From an optimization exercise on the open Yosys and OpenROAD flow, aimed at small area, a short achievable clock period and few clock cycles per item; shortcuts taken in it are not production practice.
At most, simulation tests tie the RTL to the original design; equivalence was not proved.
No activity file was given, so power comes from the tool's default toggle rates.

==> v35: inputs <==
Design array_mul_top, start of the top module:
module array_mul_top (
   input  logic        clk,
   input  logic        arst_n,
   input  logic        in_valid,
   input  logic        para_mode,
   input  logic [15:0] a,
   input  logic [15:0] b,
   output logic        out_valid,
   output logic [31:0] p
);
Settings: LEC_CHECK=0, CAP_MARGIN=20, CORE_MARGIN=2, CORE_UTILIZATION=40, SETUP_SLACK_MARGIN=3.4, SLEW_MARGIN=20, SYNTH_HIERARCHICAL=1, SYNTH_MINIMUM_KEEP_SIZE=0; clock period 6.0 ns.
run.sh (not shown) runs the stock make flow with config.mk's settings and CLKGATE_MAP_FILE= SYNTH_SCRIPT=/design/flow/synth_recipe.tcl, a recipe that flattens the netlist after the stock synthesis.
==> v11: changes against v35 <==
==> flow/flow/run.sh (new file) <==
#!/bin/bash
# Own layout flow: the standard flow (standard.sh, unchanged steps) with three changes:
# port buffers of sky130_fd_sc_hd__buf_2, the delay cells (clkdlybuf4s*, dlygate*, dlymetal*)
# added to the platform's don't-use list so that repair uses plain buffers, and CTS without
# dummy loads. make's full output goes to orfs_make.log here; each ORFS step also keeps its
# own log under orfs/logs/.
set -euo pipefail
bash standard.sh "BUFFER_PORTS_ARGS=-buffer_cell sky130_fd_sc_hd__buf_1" \
  "DONT_USE_CELLS=sky130_fd_sc_hd__probe_p_8 sky130_fd_sc_hd__probec_p_8 sky130_fd_sc_hd__lpflow_bleeder_1 sky130_fd_sc_hd__lpflow_clkbufkapwr_1 sky130_fd_sc_hd__lpflow_clkbufkapwr_16 sky130_fd_sc_hd__lpflow_clkbufkapwr_2 sky130_fd_sc_hd__lpflow_clkbufkapwr_4 sky130_fd_sc_hd__lpflow_clkbufkapwr_8 sky130_fd_sc_hd__lpflow_clkinvkapwr_1 sky130_fd_sc_hd__lpflow_clkinvkapwr_16 sky130_fd_sc_hd__lpflow_clkinvkapwr_2 sky130_fd_sc_hd__lpflow_clkinvkapwr_4 sky130_fd_sc_hd__lpflow_clkinvkapwr_8 sky130_fd_sc_hd__lpflow_decapkapwr_12 sky130_fd_sc_hd__lpflow_decapkapwr_3 sky130_fd_sc_hd__lpflow_decapkapwr_4 sky130_fd_sc_hd__lpflow_decapkapwr_6 sky130_fd_sc_hd__lpflow_decapkapwr_8 sky130_fd_sc_hd__lpflow_inputiso0n_1 sky130_fd_sc_hd__lpflow_inputiso0p_1 sky130_fd_sc_hd__lpflow_inputiso1n_1 sky130_fd_sc_hd__lpflow_inputiso1p_1 sky130_fd_sc_hd__lpflow_inputisolatch_1 sky130_fd_sc_hd__lpflow_isobufsrc_1 sky130_fd_sc_hd__lpflow_isobufsrc_16 sky130_fd_sc_hd__lpflow_isobufsrc_2 sky130_fd_sc_hd__lpflow_isobufsrc_4 sky130_fd_sc_hd__lpflow_isobufsrc_8 sky130_fd_sc_hd__lpflow_isobufsrckapwr_16 sky130_fd_sc_hd__lpflow_lsbuf_lh_hl_isowell_tap_1 sky130_fd_sc_hd__lpflow_lsbuf_lh_hl_isowell_tap_2 sky130_fd_sc_hd__lpflow_lsbuf_lh_hl_isowell_tap_4 sky130_fd_sc_hd__lpflow_lsbuf_lh_isowell_4 sky130_fd_sc_hd__lpflow_lsbuf_lh_isowell_tap_1 sky130_fd_sc_hd__lpflow_lsbuf_lh_isowell_tap_2 sky130_fd_sc_hd__lpflow_lsbuf_lh_isowell_tap_4  sky130_fd_sc_hd__clkdlybuf4s15_1 sky130_fd_sc_hd__clkdlybuf4s15_2 sky130_fd_sc_hd__clkdlybuf4s18_1 sky130_fd_sc_hd__clkdlybuf4s18_2 sky130_fd_sc_hd__clkdlybuf4s25_1 sky130_fd_sc_hd__clkdlybuf4s25_2 sky130_fd_sc_hd__clkdlybuf4s50_1 sky130_fd_sc_hd__clkdlybuf4s50_2 sky130_fd_sc_hd__dlygate4sd1_1 sky130_fd_sc_hd__dlygate4sd2_1 sky130_fd_sc_hd__dlygate4sd3_1 sky130_fd_sc_hd__dlymetal6s2s_1 sky130_fd_sc_hd__dlymetal6s4s_1 sky130_fd_sc_hd__dlymetal6s6s_1" \
  "CTS_ARGS=-sink_clustering_enable -repair_clock_nets -dont_use_dummy_load -buf_list {sky130_fd_sc_hd__clkbuf_4 sky130_fd_sc_hd__clkbuf_8} -sink_clustering_size 20" \
  finish > orfs_make.log 2>&1
==> flow/standard.sh (new file) <==
#!/bin/bash
# synth_recipe.tcl (not shown) runs the flow's synth.tcl, then flattens the netlist and writes it again
# the make line also repeats each setting of config.mk as NAME=value (left out here)
make -C /OpenROAD-flow-scripts/flow DESIGN_CONFIG=/design/flow/config.mk WORK_HOME=/design/flow/orfs CLKGATE_MAP_FILE= SYNTH_SCRIPT=/design/flow/synth_recipe.tcl "${@:-finish}"
Settings changed: CTS_BUF_LIST set to sky130_fd_sc_hd__clkbuf_4 sky130_fd_sc_hd__clkbuf_8, CTS_CLUSTER_SIZE set to 20.
removed: flow/run.sh
==> qor summary <==
Required time reported for the critical path endpoint: v11 6.39 ns; v35 6.41 ns
Nonclk buf count: v11 80; v35 81
Sequential portion of the cell area: v11 0.363; v35 0.345
Routing usage on met1: v11 0.232; v35 0.237
Power dissipated in the clock network: v11 0.00116 W; v35 0.00166 W
Result of the run: v11 timing/DRC/antenna clean; v35 timing/DRC/antenna clean
Met3 track demand over resource: v11 0.0361; v35 0.0273
Largest vdd supply drop: v11 0.000224 V; v35 0.000202 V
Non-Clock Buffer Area Fraction: v11 0.0294; v35 0.0587
Period utilisation layout: v11 0.445; v35 0.449
Hold endpoint: v11 sm7_q3$_DFF_P_; v35 sm4_q3$_DFF_P_
FILL cells: v11 2664; v35 2583
Global-route wire length before repair: v11 40500 µm; v35 41300 µm
Post-Place Setup Slack: v11 2.30 ns; v35 1.90 ns
Startpoint of the lowest-slack hold path: v11 sm7_q2$_DFF_P_; v35 sm4_q2$_DFF_P_
No functional check of the RTL was part of any run of this note.

========
==> inputs of run a <==
array_mul_top, a different RTL version from the one above (not shown whole).
export LEC_CHECK = 0
export CAP_MARGIN = 20
export CORE_MARGIN = 2
export CORE_UTILIZATION = 40
export SETUP_SLACK_MARGIN = 3.0
export SLEW_MARGIN = 20
export SYNTH_HIERARCHICAL = 1
export SYNTH_MINIMUM_KEEP_SIZE = 0
create_clock -name core_clock -period 6.0 [get_ports {clk}]
standard.sh (not shown) runs the stock make flow with config.mk's settings and CLKGATE_MAP_FILE= SYNTH_SCRIPT=/design/flow/synth_recipe.tcl, a recipe that flattens the netlist after the stock synthesis.
==> flow/flow/run.sh <==
#!/bin/bash
# Own layout flow: the standard flow (standard.sh, unchanged steps) with three changes:
# port buffers of sky130_fd_sc_hd__buf_2, the delay cells (clkdlybuf4s*, dlygate*, dlymetal*)
# added to the platform's don't-use list so that repair uses plain buffers, and CTS without
# dummy loads. make's full output goes to orfs_make.log here; each ORFS step also keeps its
# own log under orfs/logs/.
set -euo pipefail
bash standard.sh "BUFFER_PORTS_ARGS=-buffer_cell sky130_fd_sc_hd__buf_2" \
  "DONT_USE_CELLS=sky130_fd_sc_hd__probe_p_8 sky130_fd_sc_hd__probec_p_8 sky130_fd_sc_hd__lpflow_bleeder_1 sky130_fd_sc_hd__lpflow_clkbufkapwr_1 sky130_fd_sc_hd__lpflow_clkbufkapwr_16 sky130_fd_sc_hd__lpflow_clkbufkapwr_2 sky130_fd_sc_hd__lpflow_clkbufkapwr_4 sky130_fd_sc_hd__lpflow_clkbufkapwr_8 sky130_fd_sc_hd__lpflow_clkinvkapwr_1 sky130_fd_sc_hd__lpflow_clkinvkapwr_16 sky130_fd_sc_hd__lpflow_clkinvkapwr_2 sky130_fd_sc_hd__lpflow_clkinvkapwr_4 sky130_fd_sc_hd__lpflow_clkinvkapwr_8 sky130_fd_sc_hd__lpflow_decapkapwr_12 sky130_fd_sc_hd__lpflow_decapkapwr_3 sky130_fd_sc_hd__lpflow_decapkapwr_4 sky130_fd_sc_hd__lpflow_decapkapwr_6 sky130_fd_sc_hd__lpflow_decapkapwr_8 sky130_fd_sc_hd__lpflow_inputiso0n_1 sky130_fd_sc_hd__lpflow_inputiso0p_1 sky130_fd_sc_hd__lpflow_inputiso1n_1 sky130_fd_sc_hd__lpflow_inputiso1p_1 sky130_fd_sc_hd__lpflow_inputisolatch_1 sky130_fd_sc_hd__lpflow_isobufsrc_1 sky130_fd_sc_hd__lpflow_isobufsrc_16 sky130_fd_sc_hd__lpflow_isobufsrc_2 sky130_fd_sc_hd__lpflow_isobufsrc_4 sky130_fd_sc_hd__lpflow_isobufsrc_8 sky130_fd_sc_hd__lpflow_isobufsrckapwr_16 sky130_fd_sc_hd__lpflow_lsbuf_lh_hl_isowell_tap_1 sky130_fd_sc_hd__lpflow_lsbuf_lh_hl_isowell_tap_2 sky130_fd_sc_hd__lpflow_lsbuf_lh_hl_isowell_tap_4 sky130_fd_sc_hd__lpflow_lsbuf_lh_isowell_4 sky130_fd_sc_hd__lpflow_lsbuf_lh_isowell_tap_1 sky130_fd_sc_hd__lpflow_lsbuf_lh_isowell_tap_2 sky130_fd_sc_hd__lpflow_lsbuf_lh_isowell_tap_4  sky130_fd_sc_hd__clkdlybuf4s15_1 sky130_fd_sc_hd__clkdlybuf4s15_2 sky130_fd_sc_hd__clkdlybuf4s18_1 sky130_fd_sc_hd__clkdlybuf4s18_2 sky130_fd_sc_hd__clkdlybuf4s25_1 sky130_fd_sc_hd__clkdlybuf4s25_2 sky130_fd_sc_hd__clkdlybuf4s50_1 sky130_fd_sc_hd__clkdlybuf4s50_2 sky130_fd_sc_hd__dlygate4sd1_1 sky130_fd_sc_hd__dlygate4sd2_1 sky130_fd_sc_hd__dlygate4sd3_1 sky130_fd_sc_hd__dlymetal6s2s_1 sky130_fd_sc_hd__dlymetal6s4s_1 sky130_fd_sc_hd__dlymetal6s6s_1" \
  "CTS_ARGS=-sink_clustering_enable -repair_clock_nets -dont_use_dummy_load" \
  finish > orfs_make.log 2>&1
==> run b (differences from run a) <==
==> flow/run.sh (new file) <==
#!/bin/bash
# synth_recipe.tcl (not shown) runs the flow's synth.tcl, then flattens the netlist and writes it again
# the make line also repeats each setting of config.mk as NAME=value (left out here)
make -C /OpenROAD-flow-scripts/flow DESIGN_CONFIG=/design/flow/config.mk WORK_HOME=/design/flow/orfs CLKGATE_MAP_FILE= SYNTH_SCRIPT=/design/flow/synth_recipe.tcl finish
SETUP_SLACK_MARGIN = 2.7   (was 3.0)
removed: flow/flow/run.sh
removed: flow/standard.sh
==> qor summary <==
quantity	run b	run a
Run status	finished clean	finished clean
Placement-stage worst setup slack	1.457 ns	2.140 ns
Final Routed Wirelength	21.33 mm	21.69 mm
Fraction of area in registers	27.90%	27.72%
Peak ir drop on the vdd network	0.2414 mV	0.2543 mV
Share of final-layout standard cells stronger than drive strength 1	11.20%	27.42%
Routing usage on met1	23.54%	24.37%
Critical Path Slowest Stage Cell	sky130_fd_sc_hd__dlygate4sd2_1	sky130_fd_sc_hd__fa_1
Hold worst-path end	sm2_q2$_DFF_P_	p0_q2$_DFF_P_
Total routed wire length on the met1 layer	9.275 mm	9.630 mm
Post-CTS sizing	101	48
Slack of the worst reg-to-reg path	2.83 ns	3.03 ns
Tot GR Track Use	17.39%	17.58%
Iteration-0 DRC Markers	337	331
Placed inst area	10,870 µm²	10,750 µm²
Combinational power	0.00279 W	0.00289 W
Gpl congestion	0.8872	0.8529
Number of buffers inserted to repair setup after CTS	11	17
Post-Route Utilization	46.43%	46.81%
Net switching component of the power	0.002104 W	0.002014 W
Non-Clock Buffer Count	82	118
Met3 wire len	1.446 mm	1.436 mm
Depth of the critical timing path with buffers and inverters included	5	6
Via count of the first global-routing pass	6,652	6,730
Testbench counts of run a, summed over its fixed seeds: cycles 4,008, items 4,000.
Testbench counts of run b, summed over its fixed seeds: cycles 4,008, items 4,000.

========
==> v20: inputs <==
Starting RTL as in the previous note.
export LEC_CHECK = 0
export CAP_MARGIN = 20
export CORE_MARGIN = 2
export CORE_UTILIZATION = 40
export CTS_BUF_LIST = sky130_fd_sc_hd__clkbuf_4 sky130_fd_sc_hd__clkbuf_8
export CTS_CLUSTER_SIZE = 20
export SETUP_SLACK_MARGIN = 3.0
export SLEW_MARGIN = 20
export SYNTH_HIERARCHICAL = 1
export SYNTH_MINIMUM_KEEP_SIZE = 0
create_clock -name core_clock -period 6.0 [get_ports {clk}]
==> flow/flow/run.sh <==
#!/bin/bash
# Own layout flow: the standard flow (standard.sh: the standard synthesis and ORFS steps,
# unchanged) with a few ORFS variables set on the make command line:
#  - port buffers made of sky130_fd_sc_hd__buf_1 (buffer_ports -buffer_cell), instead of the
#    delay cell buffer_ports picks by default; repair upsizes the critical ones;
#  - the delay cells (clkdlybuf4s*, dlygate*, dlymetal*) added to the platform's don't-use
#    list, so that repair buffers with plain buffers;
#  - clock tree of clkbuf_4/clkbuf_8 without dummy loads.
# make's full output goes to orfs_make.log in this folder; each ORFS step also keeps its own
# log under orfs/logs/.
set -euo pipefail
PLATFORM_DONT_USE="sky130_fd_sc_hd__probe_p_8 sky130_fd_sc_hd__probec_p_8 sky130_fd_sc_hd__lpflow_bleeder_1 sky130_fd_sc_hd__lpflow_clkbufkapwr_1 sky130_fd_sc_hd__lpflow_clkbufkapwr_16 sky130_fd_sc_hd__lpflow_clkbufkapwr_2 sky130_fd_sc_hd__lpflow_clkbufkapwr_4 sky130_fd_sc_hd__lpflow_clkbufkapwr_8 sky130_fd_sc_hd__lpflow_clkinvkapwr_1 sky130_fd_sc_hd__lpflow_clkinvkapwr_16 sky130_fd_sc_hd__lpflow_clkinvkapwr_2 sky130_fd_sc_hd__lpflow_clkinvkapwr_4 sky130_fd_sc_hd__lpflow_clkinvkapwr_8 sky130_fd_sc_hd__lpflow_decapkapwr_12 sky130_fd_sc_hd__lpflow_decapkapwr_3 sky130_fd_sc_hd__lpflow_decapkapwr_4 sky130_fd_sc_hd__lpflow_decapkapwr_6 sky130_fd_sc_hd__lpflow_decapkapwr_8 sky130_fd_sc_hd__lpflow_inputiso0n_1 sky130_fd_sc_hd__lpflow_inputiso0p_1 sky130_fd_sc_hd__lpflow_inputiso1n_1 sky130_fd_sc_hd__lpflow_inputiso1p_1 sky130_fd_sc_hd__lpflow_inputisolatch_1 sky130_fd_sc_hd__lpflow_isobufsrc_1 sky130_fd_sc_hd__lpflow_isobufsrc_16 sky130_fd_sc_hd__lpflow_isobufsrc_2 sky130_fd_sc_hd__lpflow_isobufsrc_4 sky130_fd_sc_hd__lpflow_isobufsrc_8 sky130_fd_sc_hd__lpflow_isobufsrckapwr_16 sky130_fd_sc_hd__lpflow_lsbuf_lh_hl_isowell_tap_1 sky130_fd_sc_hd__lpflow_lsbuf_lh_hl_isowell_tap_2 sky130_fd_sc_hd__lpflow_lsbuf_lh_hl_isowell_tap_4 sky130_fd_sc_hd__lpflow_lsbuf_lh_isowell_4 sky130_fd_sc_hd__lpflow_lsbuf_lh_isowell_tap_1 sky130_fd_sc_hd__lpflow_lsbuf_lh_isowell_tap_2 sky130_fd_sc_hd__lpflow_lsbuf_lh_isowell_tap_4"
DELAY_CELLS="sky130_fd_sc_hd__clkdlybuf4s15_1 sky130_fd_sc_hd__clkdlybuf4s15_2 sky130_fd_sc_hd__clkdlybuf4s18_1 sky130_fd_sc_hd__clkdlybuf4s18_2 sky130_fd_sc_hd__clkdlybuf4s25_1 sky130_fd_sc_hd__clkdlybuf4s25_2 sky130_fd_sc_hd__clkdlybuf4s50_1 sky130_fd_sc_hd__clkdlybuf4s50_2 sky130_fd_sc_hd__dlygate4sd1_1 sky130_fd_sc_hd__dlygate4sd2_1 sky130_fd_sc_hd__dlygate4sd3_1 sky130_fd_sc_hd__dlymetal6s2s_1 sky130_fd_sc_hd__dlymetal6s4s_1 sky130_fd_sc_hd__dlymetal6s6s_1"
bash standard.sh "BUFFER_PORTS_ARGS=-buffer_cell sky130_fd_sc_hd__buf_1" \
  "DONT_USE_CELLS=$PLATFORM_DONT_USE $DELAY_CELLS" \
  "CTS_ARGS=-sink_clustering_enable -repair_clock_nets -dont_use_dummy_load -buf_list {sky130_fd_sc_hd__clkbuf_4 sky130_fd_sc_hd__clkbuf_8} -sink_clustering_size 20" \
  finish > orfs_make.log 2>&1
==> v24 (differences from v20) <==
==> flow/flow/run.sh (replaced) <==
#!/bin/bash
# Own layout flow: the standard flow (standard.sh, unchanged steps) with three changes:
# port buffers of sky130_fd_sc_hd__buf_2, the delay cells (clkdlybuf4s*, dlygate*, dlymetal*)
# added to the platform's don't-use list so that repair uses plain buffers, and CTS without
# dummy loads. make's full output goes to orfs_make.log here; each ORFS step also keeps its
# own log under orfs/logs/.
set -euo pipefail
bash standard.sh "BUFFER_PORTS_ARGS=-buffer_cell sky130_fd_sc_hd__buf_2" \
  "DONT_USE_CELLS=sky130_fd_sc_hd__probe_p_8 sky130_fd_sc_hd__probec_p_8 sky130_fd_sc_hd__lpflow_bleeder_1 sky130_fd_sc_hd__lpflow_clkbufkapwr_1 sky130_fd_sc_hd__lpflow_clkbufkapwr_16 sky130_fd_sc_hd__lpflow_clkbufkapwr_2 sky130_fd_sc_hd__lpflow_clkbufkapwr_4 sky130_fd_sc_hd__lpflow_clkbufkapwr_8 sky130_fd_sc_hd__lpflow_clkinvkapwr_1 sky130_fd_sc_hd__lpflow_clkinvkapwr_16 sky130_fd_sc_hd__lpflow_clkinvkapwr_2 sky130_fd_sc_hd__lpflow_clkinvkapwr_4 sky130_fd_sc_hd__lpflow_clkinvkapwr_8 sky130_fd_sc_hd__lpflow_decapkapwr_12 sky130_fd_sc_hd__lpflow_decapkapwr_3 sky130_fd_sc_hd__lpflow_decapkapwr_4 sky130_fd_sc_hd__lpflow_decapkapwr_6 sky130_fd_sc_hd__lpflow_decapkapwr_8 sky130_fd_sc_hd__lpflow_inputiso0n_1 sky130_fd_sc_hd__lpflow_inputiso0p_1 sky130_fd_sc_hd__lpflow_inputiso1n_1 sky130_fd_sc_hd__lpflow_inputiso1p_1 sky130_fd_sc_hd__lpflow_inputisolatch_1 sky130_fd_sc_hd__lpflow_isobufsrc_1 sky130_fd_sc_hd__lpflow_isobufsrc_16 sky130_fd_sc_hd__lpflow_isobufsrc_2 sky130_fd_sc_hd__lpflow_isobufsrc_4 sky130_fd_sc_hd__lpflow_isobufsrc_8 sky130_fd_sc_hd__lpflow_isobufsrckapwr_16 sky130_fd_sc_hd__lpflow_lsbuf_lh_hl_isowell_tap_1 sky130_fd_sc_hd__lpflow_lsbuf_lh_hl_isowell_tap_2 sky130_fd_sc_hd__lpflow_lsbuf_lh_hl_isowell_tap_4 sky130_fd_sc_hd__lpflow_lsbuf_lh_isowell_4 sky130_fd_sc_hd__lpflow_lsbuf_lh_isowell_tap_1 sky130_fd_sc_hd__lpflow_lsbuf_lh_isowell_tap_2 sky130_fd_sc_hd__lpflow_lsbuf_lh_isowell_tap_4  sky130_fd_sc_hd__clkdlybuf4s15_1 sky130_fd_sc_hd__clkdlybuf4s15_2 sky130_fd_sc_hd__clkdlybuf4s18_1 sky130_fd_sc_hd__clkdlybuf4s18_2 sky130_fd_sc_hd__clkdlybuf4s25_1 sky130_fd_sc_hd__clkdlybuf4s25_2 sky130_fd_sc_hd__clkdlybuf4s50_1 sky130_fd_sc_hd__clkdlybuf4s50_2 sky130_fd_sc_hd__dlygate4sd1_1 sky130_fd_sc_hd__dlygate4sd2_1 sky130_fd_sc_hd__dlygate4sd3_1 sky130_fd_sc_hd__dlymetal6s2s_1 sky130_fd_sc_hd__dlymetal6s4s_1 sky130_fd_sc_hd__dlymetal6s6s_1" \
  "CTS_ARGS=-sink_clustering_enable -repair_clock_nets -dont_use_dummy_load" \
  "RECOVER_POWER=100" finish > orfs_make.log 2>&1
--- a/flow/config.mk
+++ b/flow/config.mk
@@ -9,6 +9,4 @@
 export CORE_MARGIN = 2
 export CORE_UTILIZATION = 40
-export CTS_BUF_LIST = sky130_fd_sc_hd__clkbuf_4 sky130_fd_sc_hd__clkbuf_8
-export CTS_CLUSTER_SIZE = 20
 export SETUP_SLACK_MARGIN = 3.0
 export SLEW_MARGIN = 20
==> v29 (differences from v20) <==
==> flow/flow/run.sh (replaced) <==
#!/bin/bash
# Own layout flow: the standard flow (standard.sh, unchanged synthesis and steps), with the
# port buffers that global placement inserts made of sky130_fd_sc_hd__buf_2 instead of the
# cell buffer_ports picks by default. make's full output goes to orfs_make.log here; each
# ORFS step also keeps its own log under orfs/logs/.
set -euo pipefail
bash standard.sh "BUFFER_PORTS_ARGS=-buffer_cell sky130_fd_sc_hd__buf_2" finish > orfs_make.log 2>&1
--- a/flow/config.mk
+++ b/flow/config.mk
@@ -9,7 +9,5 @@
 export CORE_MARGIN = 2
 export CORE_UTILIZATION = 40
-export CTS_BUF_LIST = sky130_fd_sc_hd__clkbuf_4 sky130_fd_sc_hd__clkbuf_8
-export CTS_CLUSTER_SIZE = 20
-export SETUP_SLACK_MARGIN = 3.0
+export SETUP_SLACK_MARGIN = 3.1
 export SLEW_MARGIN = 20
 export SYNTH_HIERARCHICAL = 1
==> v39 (differences from v20) <==
--- a/flow/config.mk
+++ b/flow/config.mk
@@ -8,5 +8,5 @@
 export CAP_MARGIN = 20
 export CORE_MARGIN = 2
-export CORE_UTILIZATION = 40
+export CORE_UTILIZATION = 50
 export CTS_BUF_LIST = sky130_fd_sc_hd__clkbuf_4 sky130_fd_sc_hd__clkbuf_8
 export CTS_CLUSTER_SIZE = 20
==> qor summary <==
quantity	v39	v20	v29	v24
Hold-critical path endpoint	p0_q2	p0_q2	p0_q2	p1_q2
Multi-input gate share of the layout cell area	61.27%	60.71%	57.00%	58.61%
Outcome	timing/DRC/antenna clean	timing/DRC/antenna clean	timing/DRC/antenna clean	timing/DRC/antenna clean
Detailed-routed wire length on met2	9976 um	10280 um	10780 um	10160 um
Number of setup buffers added after CTS	14	16	26	17
Cells resized by post-CTS repair	87	91	90	48
Routed wirelength normalized by instance count	17.68 um	17.33 um	17.28 um	17.13 um
Met2 Use GR	33.64%	27.64%	29.03%	27.01%
Area growth from synthesis to layout	11.11%	11.95%	21.78%	13.01%
Fraction of area in non-clock buffers	4.559%	4.722%	8.077%	5.524%
Core outline area	0.02010 mm^2	0.02511 mm^2	0.02511 mm^2	0.02511 mm^2
Most common cell on crit path	a21o_4	fa_1	-	fa_1
Total area of sequential cells	0.003261 mm^2	0.003259 mm^2	0.003259 mm^2	0.003256 mm^2
LEAKAGE	0.004062 uW	0.004068 uW	0.004576 uW	0.004190 uW
Arrival time of the worst setup path	1.78 ns	3.30 ns	3.30 ns	3.75 ns
Die boundary height	146.8 um	163.7 um	163.7 um	163.7 um
R2r startpoint	fs84_q1	fs87_q1	fs84_q1	fs34_q1
Total sequential power	1620 uW	1630 uW	1630 uW	1620 uW
Setup clock skew after layout	0.02775 ns	0.04257 ns	0.01139 ns	0.02348 ns
Required time worst endpoint	4.80 ns	6.30 ns	6.33 ns	6.29 ns
Part of the power in the clock network	11.5%	11.8%	19.2%	17.1%
Testbench counts of v20, summed over its fixed seeds: cycles 4,008, items 4,000.
Testbench counts of v24, summed over its fixed seeds: cycles 4,008, items 4,000.
Testbench counts of v29, summed over its fixed seeds: cycles 4,008, items 4,000.
Testbench counts of v39, summed over its fixed seeds: cycles 4,008, items 4,000.

## re-timing with driven ports
In the flow no input, the clock included, has a driving cell. The finished layouts below were timed again as built, in two steps. Step 1 (the two cells are an assumption about what drives the block):
set clk [get_ports {clk}]
set_driving_cell -lib_cell sky130_fd_sc_hd__clkbuf_16 $clk
set_driving_cell -lib_cell sky130_fd_sc_hd__buf_2 [delete_from_list [all_inputs] $clk]
Step 2, shift: input delay + t, output delay - t, t = (earliest + latest rising clock arrival at the registers) / 2. This alone moves slack from input paths to output paths. Three values: ideal, step 1, step 2; two values: the first two.
run | t (ns) | setup slack, ns | slew at the worst register clock pin (ns)
v35 | 0.568 | 3.308 / 3.308 / 2.883 | 0.07 / 0.07
v11 | 0.551 | 3.332 / 3.332 / 2.910 | 0.06 / 0.06
run a | 0.468 | 3.013 / 3.011 / 2.543 | 0.08 / 0.08
run b | 0.476 | 2.756 / 2.783 / 2.308 | 0.08 / 0.08
v20 | 0.488 | 3.000 / 3.006 / 2.519 | 0.12 / 0.12
v24 | 0.467 | 2.542 / 2.561 / 2.094 | 0.08 / 0.08
v29 | 0.482 | 3.032 / 2.990 / 2.534 | 0.08 / 0.08
v39 | 0.500 | 3.018 / 2.975 / 2.540 | 0.09 / 0.09
After both steps setup and hold are still met in every run listed. For v29, which loses most, drivers alone change the setup slack by -0.042 ns; drivers and shift together by -0.498 ns.
